From an optimization exercise on the open Yosys and OpenROAD flow, aimed at small area, a short achievable clock period and few clock cycles per item; shortcuts taken in it are not production practice. At most, simulation tests tie the RTL to the original design; equivalence was not proved. The RTL of runs 3 to 5 was laid out without a check of its function. Power and IR drop assume default switching activity.

$ cat flow/design.v
package asgr_pkg;
    localparam logic [7:0] CHAR_BEL  = 8'h07;
    localparam logic [7:0] CHAR_LF   = 8'h0A;
    localparam logic [7:0] CHAR_CR   = 8'h0D;
    localparam logic [7:0] CHAR_ESC  = 8'h1B;
    localparam logic [7:0] CHAR_SEMI = 8'h3B;
    localparam logic [7:0] CHAR_LBRK = 8'h5B;
    localparam logic [7:0] CHAR_RBRK = 8'h5D;
    localparam logic [7:0] CHAR_SGR  = 8'h6D;   
    localparam logic [1:0] KIND_TEXT  = 2'd0;
    localparam logic [1:0] KIND_ERASE = 2'd1;
    localparam logic [1:0] KIND_STYLE = 2'd2;
    localparam int CFG_IDX_W  = 3;
    localparam int CFG_DATA_W = 24;
    localparam logic [51:0] RESET_STYLE = {24'hCCCCCC, 24'h000000, 2'd0, 1'b0, 1'b0};
endpackage
import asgr_pkg::*;
module ansi_escape_sgr_parser #(
    parameter int QD = 3         
) (
    input  logic                  aclk,
    input  logic                  aresetn,
    input  logic                  cfg_wr_en,
    input  logic [CFG_IDX_W-1:0]  cfg_index,
    input  logic [CFG_DATA_W-1:0] cfg_wr_data,
    input  logic                  s_valid,
    output logic                  s_ready,
    input  logic [7:0]            s_byte_in,
    output logic                  m_valid,
    input  logic                  m_ready,
    output logic [1:0]            m_result_kind,
    output logic [7:0]            m_char_code,
    output logic [23:0]           m_text_rgb,
    output logic [23:0]           m_back_rgb,
    output logic [1:0]            m_weight,
    output logic                  m_italic,
    output logic                  m_underline,
    output logic                  m_last
);
    logic [23:0] dflt_text, dflt_back;
    logic [1:0]  dflt_w;
    logic        dflt_i, dflt_u;
    always_ff @(posedge aclk) begin
        if (!aresetn) begin
            {dflt_text, dflt_back, dflt_w, dflt_i, dflt_u} <= RESET_STYLE;
        end else if (cfg_wr_en) begin
            case (cfg_index)
                3'd0: dflt_text <= cfg_wr_data[23:0];
                3'd1: dflt_back <= cfg_wr_data[23:0];
                3'd2: dflt_w    <= cfg_wr_data[1:0];
                3'd3: dflt_i    <= cfg_wr_data[0];
                3'd4: dflt_u    <= cfg_wr_data[0];
                default: ;
            endcase
        end
    end
    logic [7:0] ib;
    logic       ib_m;
    assign ib   = s_byte_in;
    assign ib_m = (s_byte_in == CHAR_SGR);
    logic m_nrm, m_cr, m_esc, m_osc, m_csi;    
    logic lf;
    logic sty;                       
    logic sty_done;                  
    localparam logic [3:0] C_EMPTY = 4'd5;
    localparam logic [3:0] C_OTHER = 4'd6;
    logic [1:0] c_col;
    logic [3:0] c_idx;
    logic c_emp, c_zero, c_one, c_two, c_three, c_four, c_nine, c_ten, c_fg, c_bg;
    assign c_fg    = c_col[0];
    assign c_bg    = c_col[1];
    assign c_emp   = (c_col == 2'd0) && (c_idx == C_EMPTY);
    assign c_zero  = (c_col == 2'd0) && (c_idx == 4'd0);
    assign c_one   = (c_col == 2'd0) && (c_idx == 4'd1);
    assign c_two   = (c_col == 2'd0) && (c_idx == 4'd2);
    assign c_three = (c_col == 2'd0) && (c_idx == 4'd3);
    assign c_four  = (c_col == 2'd0) && (c_idx == 4'd4);
    assign c_nine  = (c_col == 2'd0) && (c_idx == 4'd9);
    assign c_ten   = (c_col == 2'd0) && (c_idx == 4'd10);
    logic [23:0] pend_text, pend_back, cur_text, cur_back;
    logic [1:0]  pend_w, cur_w;
    logic        pend_i, pend_u, cur_i, cur_u;
    logic [QD-1:0] qv;
    logic [1:0]    qk [QD];          
    logic          qp [QD];          
    logic [7:0]    qc [QD];
    logic [1:0]    q0_kind;          
    logic [7:0]    q0_char, q0_sec;
    logic          q0_last;
    logic deq, proc, rdy;
    assign deq     = qv[0] & m_ready & q0_last;
    assign s_ready = rdy;
    assign proc    = s_valid & rdy;
    logic is_lf, is_cr, is_esc, is_lbrk, is_rbrk, is_bel, is_semi, is_digit, is_final;
    assign is_lf    = (ib == CHAR_LF);
    assign is_cr    = (ib == CHAR_CR);
    assign is_esc   = (ib == CHAR_ESC);
    assign is_lbrk  = (ib == CHAR_LBRK);
    assign is_rbrk  = (ib == CHAR_RBRK);
    assign is_bel   = (ib == CHAR_BEL);
    assign is_semi  = (ib == CHAR_SEMI);
    assign is_digit = (ib[7:4] == 4'h3) && (ib[3:0] <= 4'd9);
    assign is_final = (ib >= 8'h41 && ib <= 8'h48) || ib == 8'h4A || ib == 8'h4B ||
                      ib == 8'h53 || ib == 8'h54 || ib == 8'h66 || ib == 8'h69 ||
                      ib == 8'h6E || ib == 8'h75 || ib == 8'h73;
    logic [23:0] tok_text, tok_back;
    logic [1:0]  tok_w;
    logic        tok_i, tok_u;
    logic [23:0] pal;
    logic [15:0] c_dec;
    assign c_dec = 16'd1 << c_idx;
    always_comb begin
        pal = '0;
        if (c_dec[0]) pal = pal | 24'h010101;
        if (c_dec[1]) pal = pal | 24'hDE382B;
        if (c_dec[2]) pal = pal | 24'h39B54A;
        if (c_dec[3]) pal = pal | 24'hFFC706;
        if (c_dec[4]) pal = pal | 24'h006FB8;
        if (c_dec[5]) pal = pal | 24'h762671;
        if (c_dec[6]) pal = pal | 24'h2CB5E9;
        if (c_dec[7]) pal = pal | 24'hCCCCCC;
        if (c_dec[8]) pal = pal | 24'h808080;
        if (c_dec[9]) pal = pal | 24'hFF0000;
        if (c_dec[10]) pal = pal | 24'h00FF00;
        if (c_dec[11]) pal = pal | 24'hFFFF00;
        if (c_dec[12]) pal = pal | 24'h0000FF;
        if (c_dec[13]) pal = pal | 24'hFF00FF;
        if (c_dec[14]) pal = pal | 24'h00FFFF;
        if (c_dec[15]) pal = pal | 24'hFFFFFF;
    end
    assign tok_text = c_zero ? dflt_text : c_fg ? pal : pend_text;
    assign tok_back = c_zero ? dflt_back : c_bg ? pal : pend_back;
    assign tok_w    = c_zero ? dflt_w : c_one ? 2'd1 : c_two ? 2'd2 : pend_w;
    assign tok_i    = c_zero ? dflt_i : (c_three | pend_i);
    assign tok_u    = c_zero ? dflt_u : (c_four | pend_u);
    logic       push;
    logic [1:0] push_k;
    logic       push_p;
    logic [7:0] push_c;
    logic n_nrm, n_cr, n_esc, n_osc, n_csi, n_lf;
    logic ld_pend_dflt, ld_pend_tok, ld_cur, cls_clr, cls_dig, cls_bad;
    always_comb begin
        n_nrm = m_nrm; n_cr = m_cr; n_esc = m_esc; n_osc = m_osc; n_csi = m_csi;
        n_lf  = lf;
        push  = 1'b0; push_k = KIND_TEXT; push_p = 1'b0; push_c = ib;
        ld_pend_dflt = 1'b0; ld_pend_tok = 1'b0; ld_cur = 1'b0;
        cls_clr = 1'b0; cls_dig = 1'b0; cls_bad = 1'b0;
        if (m_nrm) begin
            if (is_esc) begin
                n_lf = 1'b0; n_nrm = 1'b0; n_esc = 1'b1;
            end else if (is_cr) begin
                n_nrm = 1'b0; n_cr = 1'b1;
            end else begin
                push = 1'b1;
                if (is_lf) n_lf = 1'b1;
            end
        end
        if (m_cr) begin
            n_cr = 1'b0; n_nrm = 1'b1;
            push = 1'b1;
            if (is_lf) begin
                push_p = 1'b1; n_lf = 1'b1;
            end else if (lf) begin
                push_k = KIND_ERASE; push_p = 1'b1;
            end else begin
                push_k = KIND_ERASE; push_c = 8'd0;
            end
        end
        if (m_esc) begin
            if (is_lbrk) begin
                n_esc = 1'b0; n_csi = 1'b1; ld_pend_dflt = 1'b1; cls_clr = 1'b1;
            end else if (is_rbrk) begin
                n_esc = 1'b0; n_osc = 1'b1;
            end
        end
        if (m_osc) begin
            if (is_bel) begin
                n_osc = 1'b0; n_nrm = 1'b1;
            end
        end
        if (m_csi) begin
            if (is_final) begin
                n_csi = 1'b0; n_nrm = 1'b1;
            end else if (ib_m) begin
                n_csi = 1'b0; n_nrm = 1'b1; ld_cur = 1'b1; ld_pend_tok = 1'b1;
            end else if (is_semi) begin
                ld_pend_tok = 1'b1; cls_clr = 1'b1;
            end else if (is_digit) begin
                cls_dig = 1'b1;
            end else begin
                cls_bad = 1'b1;
            end
        end
    end
    always_ff @(posedge aclk) begin
        if (!aresetn) begin
            m_nrm <= 1'b1; m_cr <= 1'b0; m_esc <= 1'b0; m_osc <= 1'b0; m_csi <= 1'b0;
            lf    <= 1'b0;
            sty   <= 1'b0;
        end else begin
            sty <= (proc & ld_cur) | (sty & ~sty_done);
            if (proc) begin
                m_nrm <= n_nrm; m_cr <= n_cr; m_esc <= n_esc; m_osc <= n_osc; m_csi <= n_csi;
                lf    <= n_lf;
            end
        end
    end
    always_ff @(posedge aclk) begin
        if (!aresetn) begin
            {cur_text, cur_back, cur_w, cur_i, cur_u} <= RESET_STYLE;
        end else if (sty_done) begin
            cur_text <= pend_text; cur_back <= pend_back;
            cur_w <= pend_w; cur_i <= pend_i; cur_u <= pend_u;
        end
    end
    always_ff @(posedge aclk) begin
        if (m_esc) begin
            pend_text <= dflt_text; pend_back <= dflt_back;
            pend_w <= dflt_w; pend_i <= dflt_i; pend_u <= dflt_u;
        end else if (proc & ld_pend_tok) begin
            pend_text <= tok_text; pend_back <= tok_back;
            pend_w <= tok_w; pend_i <= tok_i; pend_u <= tok_u;
        end
    end
    always_ff @(posedge aclk) begin
        if (m_esc | (proc & cls_clr)) begin
            c_col <= 2'd0; c_idx <= C_EMPTY;
        end else if (proc & cls_bad) begin
            c_col <= 2'd0; c_idx <= C_OTHER;
        end else if (proc & cls_dig) begin
            if (c_emp | c_zero) begin
                c_col <= 2'd0;
                c_idx <= (ib[3:0] >= 4'd5 && ib[3:0] <= 4'd8) ? C_OTHER : ib[3:0];
            end else if (c_one & (ib[3:0] == 4'd0)) begin
                c_col <= 2'd0; c_idx <= 4'd10;
            end else if ((c_three | c_nine | c_four | c_ten) & ~ib[3]) begin
                c_col <= {c_four | c_ten, c_three | c_nine};
                c_idx <= {c_nine | c_ten, ib[2:0]};
            end else begin
                c_col <= 2'd0; c_idx <= C_OTHER;
            end
        end
    end
    logic          pop;
    logic          dopush;
    logic [QD:0]   va;             
    logic [QD-1:0] wr;             
    logic [QD-1:0] qvn;
    assign pop    = qv[0] & m_ready;
    assign sty_done = sty & ~(deq ? qv[1 % QD] & (QD > 1) : qv[0]);
    assign dopush = proc & push;
    always_comb begin
        for (int i = 0; i <= QD; i++) begin
            if (i == QD)          va[i] = 1'b0;
            else if (deq)         va[i] = ((i + 1 < QD) ? qv[(i + 1) % QD] : 1'b0) | ((i == 0) & sty_done);
            else                  va[i] = qv[i] | ((i == 0) & sty_done);
        end
        for (int i = 0; i < QD; i++) begin
            wr[i]  = ~va[i] & (i == 0 || va[(i + QD - 1) % QD]);
            qvn[i] = va[i] | (wr[i] & dopush);
        end
    end
    logic nm_nrm, nm_cr, nm_esc, nm_osc, nm_csi;
    assign nm_nrm = proc ? n_nrm : m_nrm;
    assign nm_cr  = proc ? n_cr  : m_cr;
    assign nm_esc = proc ? n_esc : m_esc;
    assign nm_osc = proc ? n_osc : m_osc;
    assign nm_csi = proc ? n_csi : m_csi;
    always_ff @(posedge aclk) begin
        if (!aresetn) begin
            qv  <= '0;
            rdy <= 1'b1;
        end else begin
            qv  <= qvn;
            if ((proc & ld_cur) | (sty & ~sty_done)) rdy <= ~qvn[0];
            else rdy <= nm_esc | nm_osc | nm_csi | ((nm_nrm | nm_cr) & ~qvn[QD-1]);
        end
    end
    always_ff @(posedge aclk) begin
        for (int i = 1; i < QD; i++) begin
            if (wr[i]) begin
                qk[i] <= push_k; qp[i] <= push_p; qc[i] <= push_c;
            end else if (deq) begin
                if (i + 1 < QD) begin
                    qk[i] <= qk[(i + 1) % QD]; qp[i] <= qp[(i + 1) % QD]; qc[i] <= qc[(i + 1) % QD];
                end
            end
        end
    end
    logic [1:0] h_k;
    logic       h_p;
    logic [7:0] h_c;
    always_comb begin
        if (wr[0]) begin
            h_k = push_k; h_p = push_p; h_c = push_c;
        end else begin
            h_k = qk[1 % QD]; h_p = qp[1 % QD]; h_c = qc[1 % QD];
        end
    end
    always_ff @(posedge aclk) begin
        if (sty_done) begin
            q0_kind <= KIND_STYLE;
            q0_last <= 1'b1;
            q0_char <= 8'd0;
        end else if (wr[0] | deq) begin
            q0_kind <= h_k;
            q0_last <= ~h_p;
            q0_char <= h_p ? {4'b0, h_k == KIND_TEXT, h_k == KIND_TEXT, 1'b0, h_k == KIND_TEXT} : h_c;
            q0_sec  <= h_c;
        end else if (pop) begin
            q0_kind <= KIND_TEXT;
            q0_last <= 1'b1;
            q0_char <= q0_sec;
        end
    end
    assign m_valid       = qv[0];
    assign m_result_kind = q0_kind;
    assign m_char_code   = q0_char;
    assign m_last        = q0_last;
    assign m_text_rgb    = cur_text;
    assign m_back_rgb    = cur_back;
    assign m_weight      = cur_w;
    assign m_italic      = cur_i;
    assign m_underline   = cur_u;
endmodule
$ cat flow/flow/run.sh
#!/bin/bash
# Standard layout, with the port buffers made from a plain buffer cell.
set -euo pipefail
export BUFFER_PORTS_ARGS="-buffer_cell sky130_fd_sc_hd__buf_2"
bash standard.sh > standard.log 2>&1
$ cat flow/standard.sh
#!/bin/bash
# synth_recipe.tcl (not shown) runs the flow's synth.tcl, then flattens the netlist and writes it again
# the make line also repeats each setting of config.mk as NAME=value (left out here)
make -C /OpenROAD-flow-scripts/flow DESIGN_CONFIG=/design/flow/config.mk WORK_HOME=/design/flow/orfs CLKGATE_MAP_FILE= SYNTH_SCRIPT=/design/flow/synth_recipe.tcl "${@:-finish}"
$ cat flow/config.mk
export PLATFORM = sky130hd
export DESIGN_NAME = ansi_escape_sgr_parser
export DESIGN_NICKNAME = ansi_escape_sgr_parser
export VERILOG_FILES = /design/flow/design.v
export SDC_FILE = /design/flow/constraint.sdc
export NUM_CORES = 4
export LEC_CHECK = 0
export ABC_AREA = 1
export CAP_MARGIN = 20
export CORE_MARGIN = 2
export CORE_UTILIZATION = 60
export CTS_CLUSTER_DIAMETER = 100
export CTS_CLUSTER_SIZE = 24
export SETUP_SLACK_MARGIN = 3.2
export SLEW_MARGIN = 20
export TNS_END_PERCENT = 0
$ cat flow/constraint.sdc
create_clock -name core_clock -period 5.0 [get_ports {aclk}]
set_input_delay 1.0000 -clock core_clock [delete_from_list [all_inputs] [get_ports {aclk}]]
set_output_delay 1.0000 -clock core_clock [all_outputs]
set_load 0.01 [all_outputs]
==> impl_metrics.csv, run 1 <==
group,metric,value,unit
setup_path,rrSetupSlack,3.04,ns
setup_path,crit_type,"in2reg",
setup_path,cp_max_fo,6,
power,vdd_drop_max,0.2461,mV
sta,worst_slew_pin_slew,0.5070,ns
route,wl_per_cell,15.88,um
global_route,met3_usage,2.719,%
synthesis,ys.flop_type,"dfxtp_1",
setup_path,cp.depth,10,
sta,fin_worst_hold_slack,0.4628,ns
setup_path,cp.arrival,2.19,ns
floorplanning,rows,44,
setup_path,critPathCaptureType,"flop",
sta,slew_headroom,66.07,%
power,pwr-share-clk,29.3,%
global_route,grt_use_met2,40.86,%
setup_path,critPathLaunchType,"primary input",
sta,drv_slew,0,
route,vias_per_cell,5.452,
synthesis,synthArstFlopShare,0,%
global_route,grt_antenna_before_repair,0,
final_layout,n_fill_cell,1197,
cts,ctsHoldBuffers,0,
setup_path,reg2reg_depth,8,
run_status,status,"complete, no violations",
power,powerDensity,343.3,nW/um^2
sta,setup_violations,0,
synthesis,synth_top_area_share,29.62,%
synthesis,yosys_warnings,4,
synthesis,synthCells,1106,
cts,cts_buffer_depth,3,
global_route,grt_pass1_vias,6888,
final_layout,areaGrowthSynthToFinish,17.14,%
floorplanning,die_w,125.9,um
global_route,grt_pass1_wl,36070,um
cts,clock_latency,0.46,ns
setup_path,crit_path_frequent_cell,"nor2_4",
power,seqPwrFrac,55.5,%
sta,period_needed,2.017,ns
synthesis,synth-seq-cells,212,
synthesis,ys_seq_area_share,56.55,%
synthesis,yosysTopAreaCell,"dfxtp_1",
setup_path,crit_start,"s_byte_in[0]",
setup_path,slowest_stage,"or2_4",
global_route,grt_max_degree,63,
global_route,grt_busiest_layer,"met1",
floorplanning,die_area,15860,sq um
placed_design,port_buffers,104,
sta,hold_violations,0,
cts,clkTransAtPathRegs,0.09,ns
cts,cts_tree,"done",
floorplanning,io_pins,105,
floorplanning,coreArea,14530,sq um
global_route,overflow,0,
setup_path,path_cells,"buf_6, inv_6, nor2_4, nand3_2, or2_4, nor2_4, inv_2, nand3_4, o21ai_4, inv_4",
setup_path,r2r_start,"c_idx[0]",
final_layout,final_common_cell,"nand2_1",
power,comb_power_share,15.2,%
setup_path,worst-path-buf-inv,4,
power,sw_frac_of_total,26.46,%
route,initialDrtViolationCount,850,
sta,timing.fmax,495.7,MHz
setup_path,reg2reg_to,"pend_w[0]",
power,p_leak,4.710,nW
placed_design,gp_congestion,0.9106,
power,power.net_switching,949.2,uW
power,p_int,2.639,mW
final_layout,num_antenna_cells,0,
cts,cts_root_buf,"clkbuf_16",
final_layout,layout_common_cells,"nand2_1, nor2_1, dfxtp_1",
placed_design,dp_hpwl,14940,um
setup_path,required,5.17,ns
global_route,grt.total_usage,28.26,%
hold_path,hold_class,"reg2reg",
setup_path,cpPeakStageDelay,0.25,ns
synthesis,syn_nets,1146,
setup_path,crit_path_end,"pend_text[21]",
synthesis,syn_area_per_cell,8.066,sq um
synthesis,netlist_area,8921,sq um
route,post-route-drc-count,0,
synthesis,yosysUniqueCellTypes,37,
sta,setup_tns,0,ns
final_layout,drive_gt1_share,19.64,%
route,totalWireLength,22330,um
cts,numCtsBuffers,12,
cts,numClockSinks,212,
setup_path,crit_family,"simple AND/OR/NAND/NOR gates",
floorplanning,fp.dieH,125.9,um
synthesis,synth_area_leaders,"dfxtp_1, edfxtp_1, nand2_1",
route,ant_nets,0,
synthesis,synth-edff-count,80,
route,drt_first_pass_iters,5,
cts,htree_levels,1,
final_layout,fin_nets,1256,
floorplanning,initial_utilization,61.38,%
route,via_count,7666,
run,maxCapViolCount,0,
sta,grt_setup_unrepaired,"true",
global_route,met1_usage,46.26,%
sta,period_share,40.35,%
sta,finClkSkew,0.01062,ns
## per-stage QoR
step	setup WS [ns]	power (mW)	utilization, %	instances	area, sq um
detailed placement	1.863	2.514	65.47	1350	9515
finish	2.983	3.588	71.90	1406	10450
CTS	3.023	3.591	71.39	1405	10380
floorplan	2.567	2.354	-	1106	8956
global placement	1.942	2.502	65.47	1350	9515
global route	2.931	3.746	71.90	1406	10450
## repair_timing
item / 4_1_cts / 5_1_grt
gates cloned: 8 / 0
endpoints found under the setup margin: 340 / 324
resized for setup: 80 / 19
setup buffers: 27 / 1
pin swaps: 9 / 4
## worst min-delay path: stages, from the launching register on
cell     delay [ns]
dfxtp_1        0.34
nand2_1        0.05
nand3_1        0.05
## cell families after synthesis
| logic type | synth area share (%) |
|---|---|
| flip-flops | 56.55 |
| buffers and inverters | 5.456 |
| AO/OA/AOI/OAI | 10.31 |
| AND/OR/NAND/NOR | 27.69 |
## cells in the mapped netlist, types with 6 or more instances
cell and instances:
inv_1 57, o21ai_0 117, nand2_1 306, nor3_1 7, dfxtp_1 132, o21ai_1 9, inv_2 10, a21oi_1 23
nor2_1 213, clkbuf_1 32, nand2_2 8, edfxtp_1 80, o211ai_1 6, a31oi_1 6, buf_2 9, nand3_1 47
## sequential cells by signal, summed over array words and instances, names as in the netlist, 2 cells and up
| signal | count |
|---|---|
| qk | 2 |
| cur_text | 24 |
| dflt_text | 24 |
| q0_sec | 8 |
| qv | 3 |
| cur_w | 2 |
| pend_w | 2 |
| dflt_back | 24 |
| dflt_w | 2 |
| c_idx | 4 |
| pend_text | 24 |
| qp | 2 |
| c_col | 2 |
| cur_back | 24 |
| pend_back | 24 |
| q0_char | 8 |
| q0_kind | 2 |
| qc | 16 |
## worst min path at each step
stage                              from            to  slack (ns)  depth (start not counted)
final                      cur_text[11]  cur_text[11]        0.46                          2
after global routing      pend_text[22]  cur_text[22]        0.48                          2
after global placement     cur_text[23]  cur_text[23]        0.43                          2
after floorplan                  dflt_i        dflt_i        0.43                          2
after CTS                  cur_text[11]  cur_text[11]        0.46                          2
after detailed placement   cur_text[11]  cur_text[11]        0.44                          2
## layout make-up
cell class | instances | area [sq um] | share of cell area, %
tap | 184 | 230.2 | 2.203
sequential | 212 | 5060 | 48.42
clock buffer | 20 | 372.9 | 3.568
multi-input combinational | 777 | 3578 | 34.24
timing repair inverter | 7 | 51.30 | 0.4909
timing repair buffer | 137 | 837.1 | 8.010
inverter | 69 | 320.3 | 3.065
## power by group through the flow
| stage | sequential (mW) | combinational, mW | clock, mW |
|---|---|---|---|
| after floorplan | 2.03 | 0.320 | 0 |
| after global placement | 2.03 | 0.477 | 0 |
| after detailed placement | 2.03 | 0.485 | 0 |
| after CTS | 1.99 | 0.531 | 1.07 |
| after global routing | 2.01 | 0.614 | 1.13 |
| final | 1.99 | 0.547 | 1.05 |
## metal layers
metal	vias to the layer above	routed length, um	share of wire [%]
met5	-	0	0
met4	0	379	1.7
met3	28	1799	8.1
met2	307	9340	42
met1	3526	10810	48
li1	3805	-	-
Testbench counts, summed over its fixed seeds: cycles 25,402, items 24,000.
==> inputs of run 2 (changes only) <==
--- a/flow/config.mk
+++ b/flow/config.mk
@@ -9,5 +9,5 @@
 export CAP_MARGIN = 20
 export CORE_MARGIN = 2
-export CORE_UTILIZATION = 60
+export CORE_UTILIZATION = 40
 export CTS_CLUSTER_DIAMETER = 100
 export CTS_CLUSTER_SIZE = 24
==> impl_metrics.csv, run 2 <==
group,metric,value,unit
run_status,status,"complete, no violations",
final_layout,areaGrowthSynthToFinish,19.78,%
final_layout,num_antenna_cells,0,
setup_path,r2r_start,"c_col[1]",
route,post-route-drc-count,0,
cts,numCtsBuffers,12,
synthesis,synth_area_leaders,"dfxtp_1, edfxtp_1, nand2_1",
route,initialDrtViolationCount,581,
synthesis,synthArstFlopShare,0,%
sta,hold_violations,0,
setup_path,crit_type,"in2reg",
global_route,grt_max_degree,64,
setup_path,crit_path_frequent_cell,"nor2_4",
run,maxCapViolCount,0,
floorplanning,initial_utilization,40.75,%
route,ant_nets,0,
setup_path,crit_family,"simple AND/OR/NAND/NOR gates",
synthesis,yosysUniqueCellTypes,37,
route,totalWireLength,23380,um
floorplanning,die_area,23510,sq um
floorplanning,fp.dieH,153.3,um
synthesis,synthCells,1106,
cts,cts_root_buf,"clkbuf_16",
cts,cts_buffer_depth,3,
sta,worst_slew_pin_slew,0.6338,ns
power,p_leak,4.745,nW
synthesis,yosys_warnings,4,
cts,clock_latency,0.46,ns
cts,htree_levels,1,
setup_path,worst-path-buf-inv,4,
sta,finClkSkew,0.008927,ns
placed_design,dpl_cell_area,9641,sq um
sta,period_share,40.11,%
sta,slew_headroom,57.75,%
synthesis,syn_nets,1146,
final_layout,drive_gt1_share,21.41,%
setup_path,cp_max_fo,6,
setup_path,crit_start,"s_byte_in[0]",
power,powerDensity,339.1,nW/um^2
sta,setup_tns,0,ns
setup_path,cpPeakStageDelay,0.27,ns
cts,numClockSinks,212,
placed_design,port_buffers,104,
synthesis,synth-seq-cells,212,
cts,cts_tree,"done",
global_route,overflow,0,
synthesis,yosys-top-cells-count,"nand2_1, nor2_1, dfxtp_1, o21ai_0, edfxtp_1",
synthesis,synth-edff-count,80,
synthesis,ys.flop_type,"dfxtp_1",
floorplanning,coreArea,21890,sq um
placed_design,dp_hpwl,16180,um
synthesis,ys_seq_area_share,56.55,%
setup_path,critPathLaunchType,"primary input",
route,vias_per_cell,4.949,
global_route,grt.total_usage,19.53,%
cts,clkTransAtPathRegs,0.09,ns
setup_path,slowest_stage,"or2_4",
final_layout,layout_common_cells,"nand2_1, nor2_1, o21ai_0",
route,wl_per_cell,15.54,um
sta,setup_violations,0,
final_layout,fin_nets,1258,
synthesis,yosysTopAreaCell,"dfxtp_1",
setup_path,required,5.18,ns
floorplanning,die_w,153.3,um
global_route,grt_pass1_wl,37340,um
setup_path,cp.arrival,2.19,ns
final_layout,final_common_cell,"nand2_1",
floorplanning,io_pins,105,
hold_path,hp-start,"cur_text[19]",
global_route,grt_antenna_before_repair,0,
sta,drv_slew,0,
synthesis,synth_top_area_share,29.62,%
setup_path,critPathCaptureType,"flop",
power,vdd_drop_max,0.2293,mV
floorplanning,rows,54,
route,drt_first_pass_iters,5,
sta,grt_setup_unrepaired,"true",
power,p_total,3.623,mW
synthesis,syn_area_per_cell,8.066,sq um
setup_path,path_cells,"buf_12, inv_8, nor2_4, nand3_2, or2_4, nor2_4, inv_2, nand3_4, o21ai_4, inv_4",
hold_path,hold_class,"reg2reg",
route,via_count,7444,
placed_design,gp_congestion,0.9233,
synthesis,yosys.cell_count.top_type,"nand2_1",
sta,timing.fmax,498.6,MHz
final_layout,finish.instance_area,10690,sq um
sta,period_needed,2.006,ns
sta,fin_worst_hold_slack,0.4550,ns
global_route,grt_pass1_vias,6889,
synthesis,netlist_area,8921,sq um
[run 2: cell count changes in the layout (fill, tap and decap cells not counted), moves of 2 or more]
cell and delta:
buf_6 +5, nand2_1 -3, inv_6 -2, dfxtp_2 +12, buf_12 +2, buf_8 -2
dfxtp_1 -16, nand2_2 +2, buf_2 -4, inv_4 +3, nor2_2 -2, nand3_2 +2
dfxtp_4 +4
[run 2: what timing repair did]
action                     CTS  global route
buffers inserted            25             5
setup endpoints to repair  343           327
resized for setup           99            33
hold buffers                 0             0
hold endpoints to repair     0             0
cloned                       8             0
pin swaps                    9            10
[run 2: per-layer routing]
layer | GRT usage, % | up-vias | routed length [um]
li1 | - | 3806 | -
met1 | 29.92 | 3454 | 11810
met2 | 30.46 | 168 | 10330
met3 | 2.013 | 16 | 1011
met4 | 3.102 | 0 | 221
met5 | 0 | - | 0
[run 2: per-stage QoR]
step	cells	setup slack (ns)	util [%]
3_5_place_dp	1446	1.741	44.04
3_3_place_gp	1446	1.808	44.04
5_1_grt	1504	2.929	48.81
6_report	1504	2.994	48.81
4_1_cts	1499	3.024	48.15
2_1_floorplan	1106	2.567	-
[run 2: logic make-up after synthesis]
| kind of cell | share of synthesized area (%) |
|---|---|
| buffers and inverters | 5.456 |
| flip-flops | 56.55 |
| AND/OR/NAND/NOR | 27.69 |
| AO/OA/AOI/OAI | 10.31 |
[run 2: report_power, final]
part / total (mW) / leakage [nW] / switching [mW] / internal [mW]
clock: 1.08 / 0.181 / 0.548 / 0.537
sequential: 1.99 / 1.80 / 0.0533 / 1.94
combinational: 0.548 / 2.76 / 0.359 / 0.189
total: 3.62 / 4.75 / 0.960 / 2.66
[run 2: worst min-delay path, stage by stage, from the launching register on]
cell,delay (ns)
dfxtp_1,0.33
nand2_1,0.05
nand3_1,0.05
[run 2: final timing paths]
kind                                      end  slack, ns  depth (start not counted)
worst min-delay path             cur_text[19]       0.46                          2
worst max register to register  pend_text[11]       3.07                          6
worst max-delay path            pend_back[13]       2.99                         10
worst min register to register   cur_text[19]       0.46                          2
[run 2: cell type report]
| cell class | count | area (sq um) |
|---|---|---|
| fill | 2182 | 11210 |
| sequential | 212 | 5090 |
| multi-input combinational | 776 | 3586 |
| timing repair buffer | 139 | 890.9 |
| tap | 280 | 350.3 |
| clock buffer | 19 | 347.8 |
| inverter | 69 | 332.8 |
| timing repair inverter | 8 | 57.56 |
| clock inverter | 1 | 30.03 |
==> inputs of run 3 (changes only) <==
--- a/flow/design.v
+++ b/flow/design.v
@@ -104,7 +104,4 @@
                       ib == 8'h53 || ib == 8'h54 || ib == 8'h66 || ib == 8'h69 ||
                       ib == 8'h6E || ib == 8'h75 || ib == 8'h73;
-    logic [23:0] tok_text, tok_back;
-    logic [1:0]  tok_w;
-    logic        tok_i, tok_u;
     logic [23:0] pal;
     logic [15:0] c_dec;
@@ -129,9 +126,4 @@
         if (c_dec[15]) pal = pal | 24'hFFFFFF;
     end
-    assign tok_text = c_zero ? dflt_text : c_fg ? pal : pend_text;
-    assign tok_back = c_zero ? dflt_back : c_bg ? pal : pend_back;
-    assign tok_w    = c_zero ? dflt_w : c_one ? 2'd1 : c_two ? 2'd2 : pend_w;
-    assign tok_i    = c_zero ? dflt_i : (c_three | pend_i);
-    assign tok_u    = c_zero ? dflt_u : (c_four | pend_u);
     logic       push;
     logic [1:0] push_k;
@@ -214,12 +206,14 @@
         end
     end
+    logic ld_tok, dsel;
+    assign ld_tok = proc & ld_pend_tok;
+    assign dsel   = m_esc | c_zero;
     always_ff @(posedge aclk) begin
-        if (m_esc) begin
-            pend_text <= dflt_text; pend_back <= dflt_back;
-            pend_w <= dflt_w; pend_i <= dflt_i; pend_u <= dflt_u;
-        end else if (proc & ld_pend_tok) begin
-            pend_text <= tok_text; pend_back <= tok_back;
-            pend_w <= tok_w; pend_i <= tok_i; pend_u <= tok_u;
-        end
+        if (m_esc | (ld_tok & (c_zero | c_fg))) pend_text <= dsel ? dflt_text : pal;
+        if (m_esc | (ld_tok & (c_zero | c_bg))) pend_back <= dsel ? dflt_back : pal;
+        if (m_esc | (ld_tok & (c_zero | c_one | c_two)))
+            pend_w <= dsel ? dflt_w : {c_two, c_one};
+        if (m_esc | (ld_tok & (c_zero | c_three))) pend_i <= dsel ? dflt_i : 1'b1;
+        if (m_esc | (ld_tok & (c_zero | c_four)))  pend_u <= dsel ? dflt_u : 1'b1;
     end
     always_ff @(posedge aclk) begin
==> impl_metrics.csv, run 3 <==
group,metric,value,unit
sta,finClkSkew,0.01330,ns
placed_design,place_ws,1.814,ns
route,totalWireLength,23730,um
setup_path,crit_type,"in2reg",
final_layout,final_cells,1493,
floorplanning,initial_utilization,40.58,%
cts,htree_levels,1,
cts,cts_buffer_depth,3,
synthesis,netlist_area,8801,sq um
sta,fin_worst_hold_slack,0.4621,ns
route,wl_met1,11900,um
route,wl_per_cell,15.89,um
power,powerDensity,329.5,nW/um^2
synthesis,yosysTopAreaCell,"dfxtp_1",
route,post-route-drc-count,0,
placed_design,port_buffers,104,
cts,cts_root_buf,"clkbuf_16",
floorplanning,rows,54,
floorplanning,coreArea,21690,sq um
global_route,grt_max_degree,68,
synthesis,synthArstFlopShare,0,%
run,maxCapViolCount,0,
synthesis,synth_area_leaders,"dfxtp_1, edfxtp_1, nand2_1",
final_layout,fin_util,48.90,%
global_route,grt_pass1_wl,37800,um
sta,period_needed,2.134,ns
final_layout,num_antenna_cells,0,
synthesis,synthCells,1094,
global_route,grt.total_usage,19.96,%
sta,worst_slew_pin_slew,0.5192,ns
cts,cts_tree,"done",
route,ant_nets,0,
route,wl_met3,1256,um
final_layout,layout_common_cells,"nand2_1, nor2_1, dfxtp_1",
route,via_count,7475,
sta,setup_violations,0,
synthesis,syn_nets,1134,
sta,grt_setup_unrepaired,"true",
hold_path,hold_class,"reg2reg",
synthesis,yosysUniqueCellTypes,36,
synthesis,synth-seq-cells,212,
sta,setup_tns,0,ns
synthesis,ys.flop_type,"dfxtp_1",
synthesis,synth_top_area_share,30.03,%
setup_path,required,5.18,ns
power,seqPwrFrac,55.7,%
cts,clkTransAtPathRegs,0.09,ns
floorplanning,fp.dieH,152.3,um
sta,drv_slew,0,
final_layout,n_fill_cell,2147,
power,pwr-share-clk,30.2,%
route,drt_first_pass_iters,5,
sta,hold_violations,0,
setup_path,critPathCaptureType,"flop",
route,initialDrtViolationCount,567,
power,p_total,3.495,mW
power,comb_power_share,14.1,%
sta,fin_ws,2.866,ns
power,vdd_drop_max,0.2040,mV
sta,period_share,42.68,%
power,p_leak,4.661,nW
synthesis,ys_seq_area_share,57.32,%
sta,slew_headroom,65.35,%
route,dr.max_layer_used,"met4",
floorplanning,die_area,23200,sq um
route,dr_wl_met2,10130,um
synthesis,synth-edff-count,80,
final_layout,fin_nets,1249,
floorplanning,die_w,152.3,um
sta,timing.fmax,468.6,MHz
final_layout,drive_gt1_share,19.54,%
synthesis,yosys-top-cells-count,"nand2_1, nor2_1, dfxtp_1, o21ai_0, edfxtp_1",
cts,numClockSinks,212,
global_route,grt_antenna_before_repair,0,
placed_design,dpl_cell_area,9572,sq um
route,vias_per_cell,5.007,
setup_path,cp.arrival,2.32,ns
placed_design,dp.cells,1436,
placed_design,gp_congestion,0.8971,
synthesis,yosys.cell_count.top_type,"nand2_1",
floorplanning,io_pins,105,
placed_design,dp_hpwl,16330,um
final_layout,areaGrowthSynthToFinish,20.50,%
global_route,grt_pass1_vias,7037,
cts,numCtsBuffers,12,
final_layout,finish.instance_area,10610,sq um
power,power.net_switching,923.5,uW
cts,ctsHoldBuffers,0,
cts,clock_latency,0.47,ns
setup_path,critPathLaunchType,"primary input",
final_layout,final_common_cell,"nand2_1",
power,sw_frac_of_total,26.42,%
synthesis,yosys_warnings,4,
power,p_int,2.571,mW
global_route,overflow,0,
run_status,status,"complete, no violations",
synthesis,syn_area_per_cell,8.045,sq um
setup_path,cp_max_fo,6,
## run 3: cell count changes after synthesis, sizes merged, moves of 4 or more
cell    delta
a21oi     +11
nand2      -7
buf        -6
inv        -5
o211ai     -5
a31oi      -4
clkbuf     +4
nand4      +4
## run 3: layout make-up
| cell class | count | area (sq um) | share of cell area (%) |
|---|---|---|---|
| repair buffers | 143 | 993.5 | 9.368 |
| inverters | 64 | 281.5 | 2.655 |
| multi-input cells | 773 | 3541 | 33.39 |
| flip-flops and latches | 212 | 5051 | 47.63 |
| clock buffers | 18 | 365.4 | 3.445 |
| well taps | 280 | 350.3 | 3.303 |
| repair inverters | 3 | 22.52 | 0.2124 |
## run 3: critical path, stage by stage
cell	delay (ns)
buf_12	0.10
inv_12	0.03
nor3_4	0.20
inv_2	0.07
nor2_4	0.12
inv_2	0.06
o21ai_4	0.07
a21oi_4	0.09
buf_6	0.15
buf_12	0.12
a21oi_4	0.14
buf_6	0.16
## run 3: final timing paths
| kind | slack, ns | startpoint | cells past startpoint | to |
|---|---|---|---|---|
| min | 0.46 | cur_text[23] | 2 | cur_text[23] |
| min reg2reg | 0.46 | cur_text[23] | 2 | cur_text[23] |
| max reg2reg | 2.94 | c_col[1] | 9 | pend_text[8] |
| max | 2.87 | s_byte_in[0] | 12 | pend_text[23] |
## run 3: repair_timing
item / CTS / global route
endpoints found under the hold margin: 0 / 0
setup endpoints to repair: 338 / 325
setup buffers: 24 / 8
pin swaps: 15 / 9
gates cloned: 6 / 1
gates resized for setup: 68 / 26
## run 3: logic make-up (layout without fill, tap and decap cells)
group | count (synthesis) | after routing | share of synthesized area, %
DFF | 212 | 212 | 57.32
xor gates and xnor gates | 2 | 2 | 0.1991
buffers and inverters | 111 | 228 | 4.890
muxes | 1 | 1 | 0.1137
AOI/OAI and AO/OA | 175 | 177 | 10.61
and+or+nand+nor | 593 | 593 | 26.87
## run 3: power by group through the flow
stage,clock [mW],sequential (mW),combinational (mW)
floorplan,0,1.98,0.286
global placement,0,1.98,0.448
detailed placement,0,1.98,0.450
CTS,1.08,1.95,0.476
global route,1.14,1.96,0.551
finish,1.06,1.95,0.492
## run 3: routing by layer
layer	track usage, %	up-vias
met5	0	-
met4	4.539	0
met3	2.588	34
met2	30.27	225
met1	30.45	3435
li1	-	3781
==> inputs of run 4 (changes only) <==
--- a/flow/design.v
+++ b/flow/design.v
@@ -82,12 +82,9 @@
     logic        pend_i, pend_u, cur_i, cur_u;
     logic [QD-1:0] qv;
-    logic [1:0]    qk [QD];          
-    logic          qp [QD];          
+    logic [1:0]    qk [QD];
     logic [7:0]    qc [QD];
-    logic [1:0]    q0_kind;          
-    logic [7:0]    q0_char, q0_sec;
-    logic          q0_last;
+    logic          ql [QD];
     logic deq, proc, rdy;
-    assign deq     = qv[0] & m_ready & q0_last;
+    assign deq     = qv[0] & m_ready;
     assign s_ready = rdy;
     assign proc    = s_valid & rdy;
@@ -126,8 +123,8 @@
         if (c_dec[15]) pal = pal | 24'hFFFFFF;
     end
-    logic       push;
+    logic       push, push2;
     logic [1:0] push_k;
-    logic       push_p;
     logic [7:0] push_c;
+    logic       push_l;
     logic n_nrm, n_cr, n_esc, n_osc, n_csi, n_lf;
     logic ld_pend_dflt, ld_pend_tok, ld_cur, cls_clr, cls_dig, cls_bad;
@@ -135,5 +132,5 @@
         n_nrm = m_nrm; n_cr = m_cr; n_esc = m_esc; n_osc = m_osc; n_csi = m_csi;
         n_lf  = lf;
-        push  = 1'b0; push_k = KIND_TEXT; push_p = 1'b0; push_c = ib;
+        push  = 1'b0; push2 = 1'b0; push_k = KIND_TEXT; push_c = ib; push_l = 1'b1;
         ld_pend_dflt = 1'b0; ld_pend_tok = 1'b0; ld_cur = 1'b0;
         cls_clr = 1'b0; cls_dig = 1'b0; cls_bad = 1'b0;
@@ -152,9 +149,7 @@
             push = 1'b1;
             if (is_lf) begin
-                push_p = 1'b1; n_lf = 1'b1;
-            end else if (lf) begin
-                push_k = KIND_ERASE; push_p = 1'b1;
+                push2 = 1'b1; push_c = CHAR_CR; push_l = 1'b0; n_lf = 1'b1;
             end else begin
-                push_k = KIND_ERASE; push_c = 8'd0;
+                push2 = lf; push_k = KIND_ERASE; push_c = 8'd0; push_l = ~lf;
             end
         end
@@ -237,11 +232,9 @@
     end
     logic          pop;
-    logic          dopush;
     logic [QD:0]   va;             
-    logic [QD-1:0] wr;             
+    logic [QD-1:0] wr0, wr1;       
     logic [QD-1:0] qvn;
-    assign pop    = qv[0] & m_ready;
-    assign sty_done = sty & ~(deq ? qv[1 % QD] & (QD > 1) : qv[0]);
-    assign dopush = proc & push;
+    assign pop      = qv[0] & m_ready;
+    assign sty_done = sty & ~(deq ? qv[1] : qv[0]);
     always_comb begin
         for (int i = 0; i <= QD; i++) begin
@@ -251,6 +244,7 @@
         end
         for (int i = 0; i < QD; i++) begin
-            wr[i]  = ~va[i] & (i == 0 || va[(i + QD - 1) % QD]);
-            qvn[i] = va[i] | (wr[i] & dopush);
+            wr0[i] = ~va[i] & (i == 0 || va[(i + QD - 1) % QD]);
+            wr1[i] = (i > 0) && wr0[(i + QD - 1) % QD];
+            qvn[i] = va[i] | (wr0[i] & proc & push) | (wr1[i] & proc & push2);
         end
     end
@@ -268,48 +262,26 @@
             qv  <= qvn;
             if ((proc & ld_cur) | (sty & ~sty_done)) rdy <= ~qvn[0];
-            else rdy <= nm_esc | nm_osc | nm_csi | ((nm_nrm | nm_cr) & ~qvn[QD-1]);
+            else rdy <= nm_esc | nm_osc | nm_csi | (nm_nrm & ~qvn[QD-1]) | (nm_cr & ~qvn[QD-2]);
         end
     end
     always_ff @(posedge aclk) begin
-        for (int i = 1; i < QD; i++) begin
-            if (wr[i]) begin
-                qk[i] <= push_k; qp[i] <= push_p; qc[i] <= push_c;
+        for (int i = 0; i < QD; i++) begin
+            if (i == 0 && sty_done) begin
+                qk[i] <= KIND_STYLE; qc[i] <= 8'd0; ql[i] <= 1'b1;
+            end else if (wr0[i]) begin
+                qk[i] <= push_k; qc[i] <= push_c; ql[i] <= push_l;
+            end else if (wr1[i]) begin
+                qk[i] <= KIND_TEXT; qc[i] <= ib; ql[i] <= 1'b1;
             end else if (deq) begin
                 if (i + 1 < QD) begin
-                    qk[i] <= qk[(i + 1) % QD]; qp[i] <= qp[(i + 1) % QD]; qc[i] <= qc[(i + 1) % QD];
+                    qk[i] <= qk[(i + 1) % QD]; qc[i] <= qc[(i + 1) % QD]; ql[i] <= ql[(i + 1) % QD];
                 end
             end
         end
     end
-    logic [1:0] h_k;
-    logic       h_p;
-    logic [7:0] h_c;
-    always_comb begin
-        if (wr[0]) begin
-            h_k = push_k; h_p = push_p; h_c = push_c;
-        end else begin
-            h_k = qk[1 % QD]; h_p = qp[1 % QD]; h_c = qc[1 % QD];
-        end
-    end
-    always_ff @(posedge aclk) begin
-        if (sty_done) begin
-            q0_kind <= KIND_STYLE;
-            q0_last <= 1'b1;
-            q0_char <= 8'd0;
-        end else if (wr[0] | deq) begin
-            q0_kind <= h_k;
-            q0_last <= ~h_p;
-            q0_char <= h_p ? {4'b0, h_k == KIND_TEXT, h_k == KIND_TEXT, 1'b0, h_k == KIND_TEXT} : h_c;
-            q0_sec  <= h_c;
-        end else if (pop) begin
-            q0_kind <= KIND_TEXT;
-            q0_last <= 1'b1;
-            q0_char <= q0_sec;
-        end
-    end
     assign m_valid       = qv[0];
-    assign m_result_kind = q0_kind;
-    assign m_char_code   = q0_char;
-    assign m_last        = q0_last;
+    assign m_result_kind = qk[0];
+    assign m_char_code   = qc[0];
+    assign m_last        = ql[0];
     assign m_text_rgb    = cur_text;
     assign m_back_rgb    = cur_back;
==> impl_metrics.csv, run 4 <==
group,metric,value,unit
run_status,status,"complete, no violations",
floorplanning,io_pins,105,
synthesis,yosysUniqueCellTypes,36,
synthesis,synthArstFlopShare,0,%
hold_path,min_path_cells,2,
synthesis,ys_seq_area_share,55.58,%
sta,drv_slew,0,
synthesis,syn_nets,1117,
sta,period_needed,2.074,ns
final_layout,fin_util,48.87,%
synthesis,ys.flop_type,"dfxtp_1",
sta,hold_violations,0,
run,maxCapViolCount,0,
synthesis,synth_area_leaders,"dfxtp_1, edfxtp_1, nand2_1",
route,vias_per_cell,5.066,
placed_design,gp_congestion,0.9156,
route,initialDrtViolationCount,668,
route,drt_first_pass_iters,5,
sta,period_share,41.47,%
route,via_count,7402,
placed_design,place_ws,1.988,ns
synthesis,synthCells,1077,
final_layout,final_common_cell,"nand2_1",
cts,cts_root_buf,"clkbuf_16",
synthesis,yosys_warnings,4,
route,ant_nets,0,
sta,fin_worst_hold_slack,0.4498,ns
cts,cts_tree,"done",
final_layout,num_antenna_cells,0,
placed_design,port_buffers,104,
cts,clkTransAtPathRegs,0.09,ns
synthesis,yosys.cell_count.top_type,"nand2_1",
floorplanning,rows,53,
global_route,grt_pass1_wl,37550,um
synthesis,syn_area_per_cell,8.027,sq um
cts,numCtsBuffers,12,
hold_path,hold_class,"reg2reg",
global_route,overflow,0,
cts,ctsHoldBuffers,0,
sta,finClkSkew,0.01230,ns
floorplanning,coreArea,21090,sq um
setup_path,reg2reg_depth,8,
synthesis,yosysTopAreaCell,"dfxtp_1",
setup_path,required,5.20,ns
synthesis,netlist_area,8645,sq um
sta,setup_tns,0,ns
sta,timing.fmax,482.3,MHz
cts,cts_buffer_depth,3,
power,p_leak,4.364,nW
sta,fin_ws,2.926,ns
placed_design,dp_hpwl,16750,um
power,vdd_drop_max,0.2206,mV
sta,setup_violations,0,
final_layout,layout_common_cells,"nand2_1, nor2_1, dfxtp_1",
setup_path,crit_type,"in2reg",
route,totalWireLength,24510,um
synthesis,synth-seq-cells,204,
final_layout,n_fill_cell,2108,
sta,slew_headroom,59.97,%
cts,htree_levels,1,
final_layout,drive_gt1_share,20.32,%
setup_path,r2r_start,"c_idx[3]",
cts,clock_latency,0.47,ns
global_route,grt_max_degree,65,
floorplanning,fp.dieH,151.0,um
sta,worst_slew_pin_slew,0.6003,ns
setup_path,crit_start,"s_byte_in[1]",
power,powerDensity,313.5,nW/um^2
global_route,grt.total_usage,21.21,%
synthesis,synth-edff-count,72,
floorplanning,die_area,22800,sq um
setup_path,cp_max_fo,7,
route,post-route-drc-count,0,
global_route,grt_pass1_vias,6797,
synthesis,synth_top_area_share,30.57,%
setup_path,critPathLaunchType,"primary input",
sta,grt_setup_unrepaired,"true",
synthesis,yosys-top-cells-count,"nand2_1, nor2_1, dfxtp_1, o21ai_0, edfxtp_1",
floorplanning,die_w,151.0,um
cts,numClockSinks,204,
route,wl_per_cell,16.77,um
hold_path,hp-start,"pend_text[19]",
global_route,grt_antenna_before_repair,0,
final_layout,fin_nets,1220,
floorplanning,initial_utilization,40.99,%
final_layout,areaGrowthSynthToFinish,19.21,%
setup_path,critPathCaptureType,"flop",
setup_path,cp.arrival,2.27,ns
[run 4: changes by cell type after synthesis, sizes merged, moves of 3 or more]
cell / before / now
a22oi: 0 / 3
a31oi: 2 / 5
buf: 11 / 15
clkbuf: 36 / 33
edfxtp: 80 / 72
inv: 63 / 70
nand2: 308 / 279
nand3: 48 / 56
nand4: 8 / 5
nor2: 219 / 225
o211ai: 1 / 13
o21ai: 129 / 115
[run 4: routing by layer]
| layer | share of wire [%] | vias up | global-route usage (%) |
|---|---|---|---|
| met4 | 3.0 | 0 | 6.449 |
| met2 | 43 | 229 | 32.11 |
| met1 | 48 | 3407 | 31.80 |
| met3 | 5.7 | 41 | 2.440 |
| li1 | - | 3725 | - |
| met5 | 0 | - | 0 |
[run 4: final timing paths]
check / to / slack (ns)
worst max-delay path: pend_text[8] / 2.93
worst min register to register: cur_text[19] / 0.45
worst min-delay path: cur_text[19] / 0.45
worst max register to register: pend_text[8] / 3.00
[run 4: cells by family (layout without fill, tap and decap cells)]
group / count (synthesis) / count (layout) / synth area share (%)
flops: 204 / 204 / 55.58
compound gates: 179 / 181 / 11.35
buf+inv: 120 / 224 / 5.616
simple gates: 574 / 577 / 27.46
[run 4: per-stage QoR]
step / instances / cell area, sq um / total power [mW]
detailed placement: 1413 / 9378 / 2.195
global placement: 1413 / 9378 / 2.197
global route: 1461 / 10300 / 3.360
CTS: 1447 / 10030 / 3.222
floorplan: 1077 / 8698 / 2.067
finish: 1461 / 10300 / 3.231
[run 4: area by class of cell]
class | instances | area (sq um) | share of cell area [%]
multi-input combinational | 758 | 3613 | 35.07
clock buffer | 18 | 344.1 | 3.339
timing repair inverter | 2 | 15.01 | 0.1457
clock inverter | 2 | 15.01 | 0.1457
timing repair buffer | 130 | 844.6 | 8.196
tap | 275 | 344.1 | 3.339
inverter | 72 | 309.0 | 2.999
sequential | 204 | 4820 | 46.77
[run 4: power breakdown]
group / internal, mW / leakage [nW] / switching, mW
registers: 1.79 / 1.72 / 0.0344
logic: 0.115 / 2.47 / 0.256
clock network: 0.488 / 0.175 / 0.548
[run 4: critical path, cell delays in order]
cell       delay [ns]
buf_6            0.12
nand2_2          0.09
inv_2            0.08
nand2_1          0.07
nor2_2           0.13
nor2_1           0.07
inv_2            0.07
a21oi_4          0.06
buf_12           0.16
a21oi_4          0.21
clkbuf_16        0.20
[run 4: repair_timing]
item,in CTS,in global routing
pin swaps,5,10
buffers inserted,8,12
resized for setup,47,44
setup endpoints to repair,333,319
cloned,6,2
==> inputs of run 5 (changes only) <==
--- a/flow/config.mk
+++ b/flow/config.mk
@@ -9,5 +9,5 @@
 export CAP_MARGIN = 20
 export CORE_MARGIN = 2
-export CORE_UTILIZATION = 40
+export CORE_UTILIZATION = 60
 export CTS_CLUSTER_DIAMETER = 100
 export CTS_CLUSTER_SIZE = 24
==> impl_metrics.csv, run 5 <==
group,metric,value,unit
hold_path,hold_class,"reg2reg",
sta,hold_violations,0,
floorplanning,io_pins,105,
cts,clkTransAtPathRegs,0.09,ns
route,wl_per_cell,17.01,um
synthesis,synth_top_area_share,30.57,%
synthesis,synthArstFlopShare,0,%
final_layout,drive_gt1_share,20.39,%
cts,numClockSinks,204,
global_route,grt.total_usage,30.31,%
synthesis,synthCells,1077,
synthesis,synthXorXnorAreaFrac,0,%
synthesis,synth.area.mux_share,0,%
final_layout,areaGrowthSynthToFinish,18.69,%
run,maxCapViolCount,0,
final_layout,layout_common_cells,"nand2_1, nor2_1, dfxtp_1",
power,vdd_drop_max,0.3135,mV
setup_path,reg2reg_depth,8,
sta,fin_worst_hold_slack,0.4529,ns
setup_path,path_cells,"buf_12, inv_8, nor2_4, nand3_2, nor2_2, nor2_1, inv_2, a21oi_4, buf_12, a21oi_4, clkbuf_16",
synthesis,yosys.cell_count.top_type,"nand2_1",
sta,drv_slew,0,
sta,slew_headroom,59.58,%
setup_path,critPathCaptureType,"flop",
sta,setup_tns,0,ns
hold_path,min_path_cells,2,
placed_design,port_buffers,104,
route,initialDrtViolationCount,894,
setup_path,cp.arrival,2.20,ns
synthesis,ys.flop_type,"dfxtp_1",
setup_path,cp_max_fo,6,
global_route,grt_pass1_vias,6628,
setup_path,cp.depth,11,
sta,period_share,40.22,%
route,vias_per_cell,5.689,
setup_path,slowest_stage,"a21oi_4",
cts,ctsHoldBuffers,0,
floorplanning,die_w,124.0,um
cts,clock_latency,0.47,ns
setup_path,crit_family,"buffers and inverters",
setup_path,cpPeakStageDelay,0.19,ns
cts,htree_levels,1,
floorplanning,initial_utilization,61.80,%
final_layout,num_antenna_cells,0,
route,via_count,7805,
sta,period_needed,2.011,ns
synthesis,yosysTopAreaCell,"dfxtp_1",
sta,setup_violations,0,
synthesis,syn_area_per_cell,8.027,sq um
sta,timing.fmax,497.3,MHz
route,ant_nets,0,
synthesis,yosys-top-cells-count,"nand2_1, nor2_1, dfxtp_1, o21ai_0, edfxtp_1",
setup_path,crit_type,"in2reg",
setup_path,worst-path-buf-inv,5,
synthesis,yosys_warnings,4,
route,totalWireLength,23340,um
floorplanning,rows,43,
synthesis,ys_seq_area_share,55.58,%
synthesis,yosysUniqueCellTypes,36,
global_route,grt_antenna_before_repair,0,
synthesis,synth-edff-count,72,
route,post-route-drc-count,0,
synthesis,synth_area_leaders,"dfxtp_1, edfxtp_1, nand2_1",
route,drt_first_pass_iters,5,
placed_design,dp.cells,1319,
power,powerDensity,314.0,nW/um^2
placed_design,dp_hpwl,15430,um
synthesis,syn_nets,1117,
synthesis,synth-seq-cells,204,
global_route,overflow,0,
floorplanning,fp.dieH,124.0,um
synthesis,synth-compound-area-share,11.35,%
final_layout,fin_nets,1226,
cts,cts_tree,"done",
sta,worst_slew_pin_slew,0.6063,ns
setup_path,critPathLaunchType,"primary input",
final_layout,final_cells,1372,
sta,finClkSkew,0.01657,ns
synthesis,synth_fa_ha_area_share,0,%
global_route,grt_pass1_wl,35820,um
cts,cts_buffer_depth,3,
placed_design,gp_congestion,0.9289,
synthesis,synth_simple_gate_area_share,27.46,%
floorplanning,coreArea,13990,sq um
sta,grt_setup_unrepaired,"true",
cts,numCtsBuffers,12,
global_route,grt_max_degree,68,
synthesis,netlist_area,8645,sq um
run_status,status,"complete, no violations",
synthesis,synth_top_family_by_area,"simple AND/OR/NAND/NOR gates",
cts,cts_root_buf,"clkbuf_16",
floorplanning,die_area,15380,sq um
power,p_leak,4.427,nW
setup_path,required,5.19,ns
final_layout,final_common_cell,"nand2_1",
[run 5: stage by stage]
step / area, sq um / setup WS [ns] / total power [mW] / util (%)
2_1_floorplan: 8698 / 2.484 / 2.067 / -
3_3_place_gp: 9264 / 1.970 / 2.184 / 66.23
3_5_place_dp: 9264 / 1.990 / 2.187 / 66.23
4_1_cts: 10100 / 2.975 / 3.207 / 72.24
5_1_grt: 10260 / 2.952 / 3.331 / 73.35
6_report: 10260 / 2.989 / 3.221 / 73.35
[run 5: routing by layer]
layer	global-route usage, %	wire length, um	up-vias
li1	-	-	3741
met2	43.27	9825	435
met3	3.388	2277	31
met5	0	0	-
met1	49.55	10810	3598
met4	5.899	420	0
[run 5: cell type report]
| type | instances | area (sq um) |
|---|---|---|
| well taps | 180 | 225.2 |
| multi-input cells | 757 | 3606 |
| repair inverters | 2 | 15.01 |
| flip-flops and latches | 204 | 4815 |
| fillers | 1064 | 3729 |
| clock buffers | 19 | 347.8 |
| inverters | 72 | 320.3 |
| clock inverters | 1 | 16.27 |
| repair buffers | 137 | 914.6 |
[run 5: report_power, final]
part | switching (mW) | total, mW | internal, mW
combinational | 0.252 | 0.371 | 0.119
clock | 0.536 | 1.03 | 0.490
sequential | 0.0358 | 1.82 | 1.79
total | 0.825 | 3.22 | 2.40
[run 5: path summary, 6_finish.rpt]
path | startpoint | endpoint | slack [ns]
max | s_byte_in[6] | pend_back[22] | 2.99
min | pend_text[3] | cur_text[3] | 0.45
max reg2reg | c_idx[3] | pend_back[22] | 3.02
min reg2reg | pend_text[3] | cur_text[3] | 0.45
[run 5: worst min-delay path, stage by stage (launching register included)]
cell and delay (ns):
edfxtp_1 0.33, nand2_1 0.05, nand3_1 0.05
[run 5: what timing repair did]
action | 4_1_cts | 5_1_grt
cloned | 6 | 1
setup endpoints to repair | 339 | 323
buffers inserted | 19 | 7
resized for setup | 69 | 33
pin swaps | 14 | 13
[run 5: logic make-up after synthesis]
logic type,count (synthesis)
buffers and inverters,120
DFF,204
and+or+nand+nor,574
AOI/OAI and AO/OA,179
==> inputs of run 6 (changes only) <==
--- a/flow/design.v
+++ b/flow/design.v
@@ -128,10 +128,10 @@
     logic       push_l;
     logic n_nrm, n_cr, n_esc, n_osc, n_csi, n_lf;
-    logic ld_pend_dflt, ld_pend_tok, ld_cur, cls_clr, cls_dig, cls_bad;
+    logic ld_pend_tok, ld_cur, cls_clr, cls_dig, cls_bad;
     always_comb begin
         n_nrm = m_nrm; n_cr = m_cr; n_esc = m_esc; n_osc = m_osc; n_csi = m_csi;
         n_lf  = lf;
         push  = 1'b0; push2 = 1'b0; push_k = KIND_TEXT; push_c = ib; push_l = 1'b1;
-        ld_pend_dflt = 1'b0; ld_pend_tok = 1'b0; ld_cur = 1'b0;
+        ld_pend_tok = 1'b0; ld_cur = 1'b0;
         cls_clr = 1'b0; cls_dig = 1'b0; cls_bad = 1'b0;
         if (m_nrm) begin
@@ -156,5 +156,5 @@
         if (m_esc) begin
             if (is_lbrk) begin
-                n_esc = 1'b0; n_csi = 1'b1; ld_pend_dflt = 1'b1; cls_clr = 1'b1;
+                n_esc = 1'b0; n_csi = 1'b1; cls_clr = 1'b1;
             end else if (is_rbrk) begin
                 n_esc = 1'b0; n_osc = 1'b1;
--- a/flow/config.mk
+++ b/flow/config.mk
@@ -9,5 +9,5 @@
 export CAP_MARGIN = 20
 export CORE_MARGIN = 2
-export CORE_UTILIZATION = 60
+export CORE_UTILIZATION = 70
 export CTS_CLUSTER_DIAMETER = 100
 export CTS_CLUSTER_SIZE = 24
==> impl_metrics.csv, run 6 <==
group,metric,value,unit
route,wl_per_cell,19.66,um
final_layout,drive_gt1_share,26.43,%
synthesis,ys_seq_area_share,55.61,%
final_layout,final_cells,1374,
cts,cts_tree,"done",
synthesis,ys.flop_type,"dfxtp_1",
synthesis,synth_top_area_share,30.59,%
synthesis,yosys_warnings,4,
floorplanning,initial_utilization,71.93,%
setup_path,slowest_stage,"o21ai_2",
setup_path,crit_family,"buffers and inverters",
final_layout,final_common_cell,"nand2_1",
setup_path,worst-path-buf-inv,5,
sta,worst_slew_pin_slew,0.6024,ns
global_route,overflow,0,
setup_path,reg2reg_depth,9,
route,initialDrtViolationCount,1433,
setup_path,critPathCaptureType,"flop",
power,p_total,3.318,mW
cts,numClockSinks,204,
power,pwr-share-clk,31.1,%
global_route,grt_pass1_vias,7418,
power,sw_frac_of_total,26.86,%
sta,setup_tns,0,ns
floorplanning,fp.dieH,115.1,um
floorplanning,rows,40,
sta,finClkSkew,0.02761,ns
final_layout,fin_nets,1262,
power,p_int,2.427,mW
cts,clock_latency,0.48,ns
cts,htree_levels,1,
synthesis,synth.area.mux_share,0,%
final_layout,n_fill_cell,601,
sta,timing.fmax,492.1,MHz
setup_path,required,5.20,ns
route,vias_per_cell,6.245,
synthesis,synth_simple_gate_area_share,27.49,%
synthesis,synth-seq-cells,204,
cts,clkTransAtPathRegs,0.09,ns
global_route,grt_pass1_wl,38470,um
cts,cts_buffer_depth,3,
hold_path,min_path_cells,2,
route,post-route-drc-count,0,
setup_path,crit_path_frequent_cell,"buf_6",
global_route,grt_max_degree,67,
synthesis,synth_area_leaders,"dfxtp_1, edfxtp_1, nand2_1",
synthesis,synthCells,1078,
final_layout,layout_common_cells,"nand2_1, nor2_1, o21ai_0",
run_status,status,"complete, no violations",
power,power.net_switching,891.0,uW
floorplanning,coreArea,12010,sq um
sta,grt_setup_unrepaired,"true",
sta,setup_violations,0,
setup_path,cpPeakStageDelay,0.19,ns
synthesis,synth-compound-area-share,11.09,%
setup_path,cp.arrival,2.23,ns
sta,period_needed,2.032,ns
setup_path,cp_max_fo,5,
synthesis,yosys.cell_count.top_type,"nand2_1",
synthesis,synth_fa_ha_area_share,0,%
placed_design,port_buffers,104,
floorplanning,die_w,115.1,um
final_layout,areaGrowthSynthToFinish,22.59,%
global_route,grt.total_usage,37.27,%
power,p_leak,4.651,nW
synthesis,synthXorXnorAreaFrac,0.1014,%
power,comb_power_share,13.7,%
run,maxCapViolCount,0,
route,ant_nets,0,
placed_design,gp_congestion,0.9831,
placed_design,dp_hpwl,15210,um
synthesis,syn_nets,1118,
route,via_count,8580,
synthesis,synthArstFlopShare,0,%
route,drt_first_pass_iters,10,
placed_design,dp.cells,1285,
power,powerDensity,313.2,nW/um^2
hold_path,hold_class,"reg2reg",
synthesis,synth_top_family_by_area,"simple AND/OR/NAND/NOR gates",
synthesis,yosys-top-cells-count,"nand2_1, nor2_1, dfxtp_1, o21ai_0, edfxtp_1",
synthesis,synth-edff-count,72,
setup_path,path_cells,"buf_6, inv_4, nand2_2, nor2_1, inv_1, o21ai_2, a21oi_4, buf_6, nor2_4, buf_6",
sta,drv_slew,0,
sta,period_share,40.64,%
power,seqPwrFrac,55.2,%
synthesis,netlist_area,8640,sq um
cts,cts_root_buf,"clkbuf_16",
final_layout,fin_util,88.18,%
power,vdd_drop_max,0.2983,mV
synthesis,syn_area_per_cell,8.014,sq um
cts,numCtsBuffers,12,
synthesis,yosysUniqueCellTypes,39,
sta,hold_violations,0,
setup_path,critPathLaunchType,"primary input",
global_route,grt_antenna_before_repair,0,
setup_path,crit_type,"in2reg",
floorplanning,io_pins,105,
setup_path,cp.depth,10,
route,totalWireLength,27010,um
sta,slew_headroom,59.84,%
synthesis,yosysTopAreaCell,"dfxtp_1",
floorplanning,die_area,13250,sq um
-- run 6: cell types whose count changed in the layout (fill, tap and decap cells not counted), moves of 6 or more --
cell and delta:
dfxtp_1 -37, nand2_1 -7, nand2_2 +8, o21ai_0 +7, nor2_4 +9, nand3_2 -6
inv_1 -6, buf_4 +26, buf_2 -6, buf_6 +16, dfxtp_2 +38
-- run 6: area by class of cell --
type | count | area [sq um] | area share (%)
sequential | 204 | 4858 | 45.87
multi-input combinational | 759 | 3621 | 34.19
timing repair buffer | 172 | 1237 | 11.68
clock buffer | 17 | 340.3 | 3.213
inverter | 69 | 301.5 | 2.847
tap | 147 | 183.9 | 1.737
timing repair inverter | 4 | 30.03 | 0.2835
clock inverter | 1 | 16.27 | 0.1536
antenna | 1 | 2.502 | 0.02363
-- run 6: worst paths after layout --
path,end,slack (ns),from
worst max-delay path,pend_text[12],2.97,s_byte_in[7]
worst min-delay path,cur_text[23],0.46,pend_text[23]
worst max register to register,pend_back[17],3.04,c_idx[0]
worst min register to register,cur_text[23],0.46,pend_text[23]
-- run 6: metrics by stage --
step,hold slack (ns),area (sq um),setup slack (ns)
6_report,0.4622,10590,2.968
4_1_cts,0.4580,10260,3.073
3_3_place_gp,0.4286,9224,1.950
2_1_floorplan,0.4220,8721,2.529
5_1_grt,0.4789,10590,2.921
3_5_place_dp,0.4372,9224,1.936
-- run 6: cells by family after synthesis --
group	after synthesis
buffers and inverters	119
DFF	204
and+or+nand+nor	577
xor gates and xnor gates	1
AOI/OAI and AO/OA	177
-- run 6: routing by layer --
metal / wire length (um) / GRT usage [%] / part of all wire, %
met5: 0 / 0 / 0
met4: 1393 / 14.14 / 5.2
met3: 3951 / 8.224 / 15
met2: 11970 / 57.33 / 44
met1: 9695 / 52.28 / 36
-- run 6: worst register-to-register path, cell delays in order (launching register included) --
cell and delay (ns):
dfxtp_2 0.50, inv_1 0.16, nand2_1 0.12, inv_1 0.09
nand2_2 0.15, buf_4 0.15, nand2_4 0.08, nor2_2 0.28
o21ai_0 0.22, nand2_1 0.11
-- run 6: power groups by stage --
stage	combinational, mW	clock, mW	sequential [mW]
after global placement	0.347	0	1.86
after floorplan	0.245	0	1.86
after CTS	0.398	1.01	1.83
after global routing	0.491	1.07	1.84
after detailed placement	0.356	0	1.86
final	0.456	1.03	1.83
-- run 6: timing repair --
item,4_1_cts,5_1_grt
gates cloned,9,2
pin swaps,13,19
resized for setup,112,47
endpoints found under the setup margin,331,330
setup buffers,36,23
hold buffers,0,0
Testbench counts of run 6, summed over its fixed seeds: cycles 25,466, items 24,000.

==> afterwards: timing with drivers on the ports <==
The flow's constraints put no driver on any port. The routed layouts listed below were extracted and timed again, unchanged, in two steps. Step 1 (the two cells are an assumption about what drives the block):
set clk [get_ports {aclk}]
set_driving_cell -lib_cell sky130_fd_sc_hd__clkbuf_16 $clk
set_driving_cell -lib_cell sky130_fd_sc_hd__buf_2 [delete_from_list [all_inputs] $clk]
Step 2 times the ports against the registers' clock, not the clock port: input delays grow and output delays shrink by t, the midpoint of the rising clock arrivals with the driver on. Three values: ideal ports, drivers, drivers and shift; two values: the first two.
run	t (ns)	setup WS [ns]	worst setup path at the end	slew at the worst register clock pin (ns)
run 1	0.504	2.983 / 2.981 / 2.487	input to register	0.10 / 0.10
run 2	0.506	2.994 / 2.978 / 2.472	input to register	0.10 / 0.10
run 3	0.507	2.866 / 2.848 / 2.341	input to register	0.10 / 0.10
run 4	0.516	2.926 / 2.925 / 2.409	input to register	0.10 / 0.10
run 5	0.510	2.989 / 2.944 / 2.464	input to register	0.10 / 0.10
run 6	0.510	2.968 / 2.982 / 2.472	input to register	0.10 / 0.10
After both steps setup and hold are still met in every run listed.
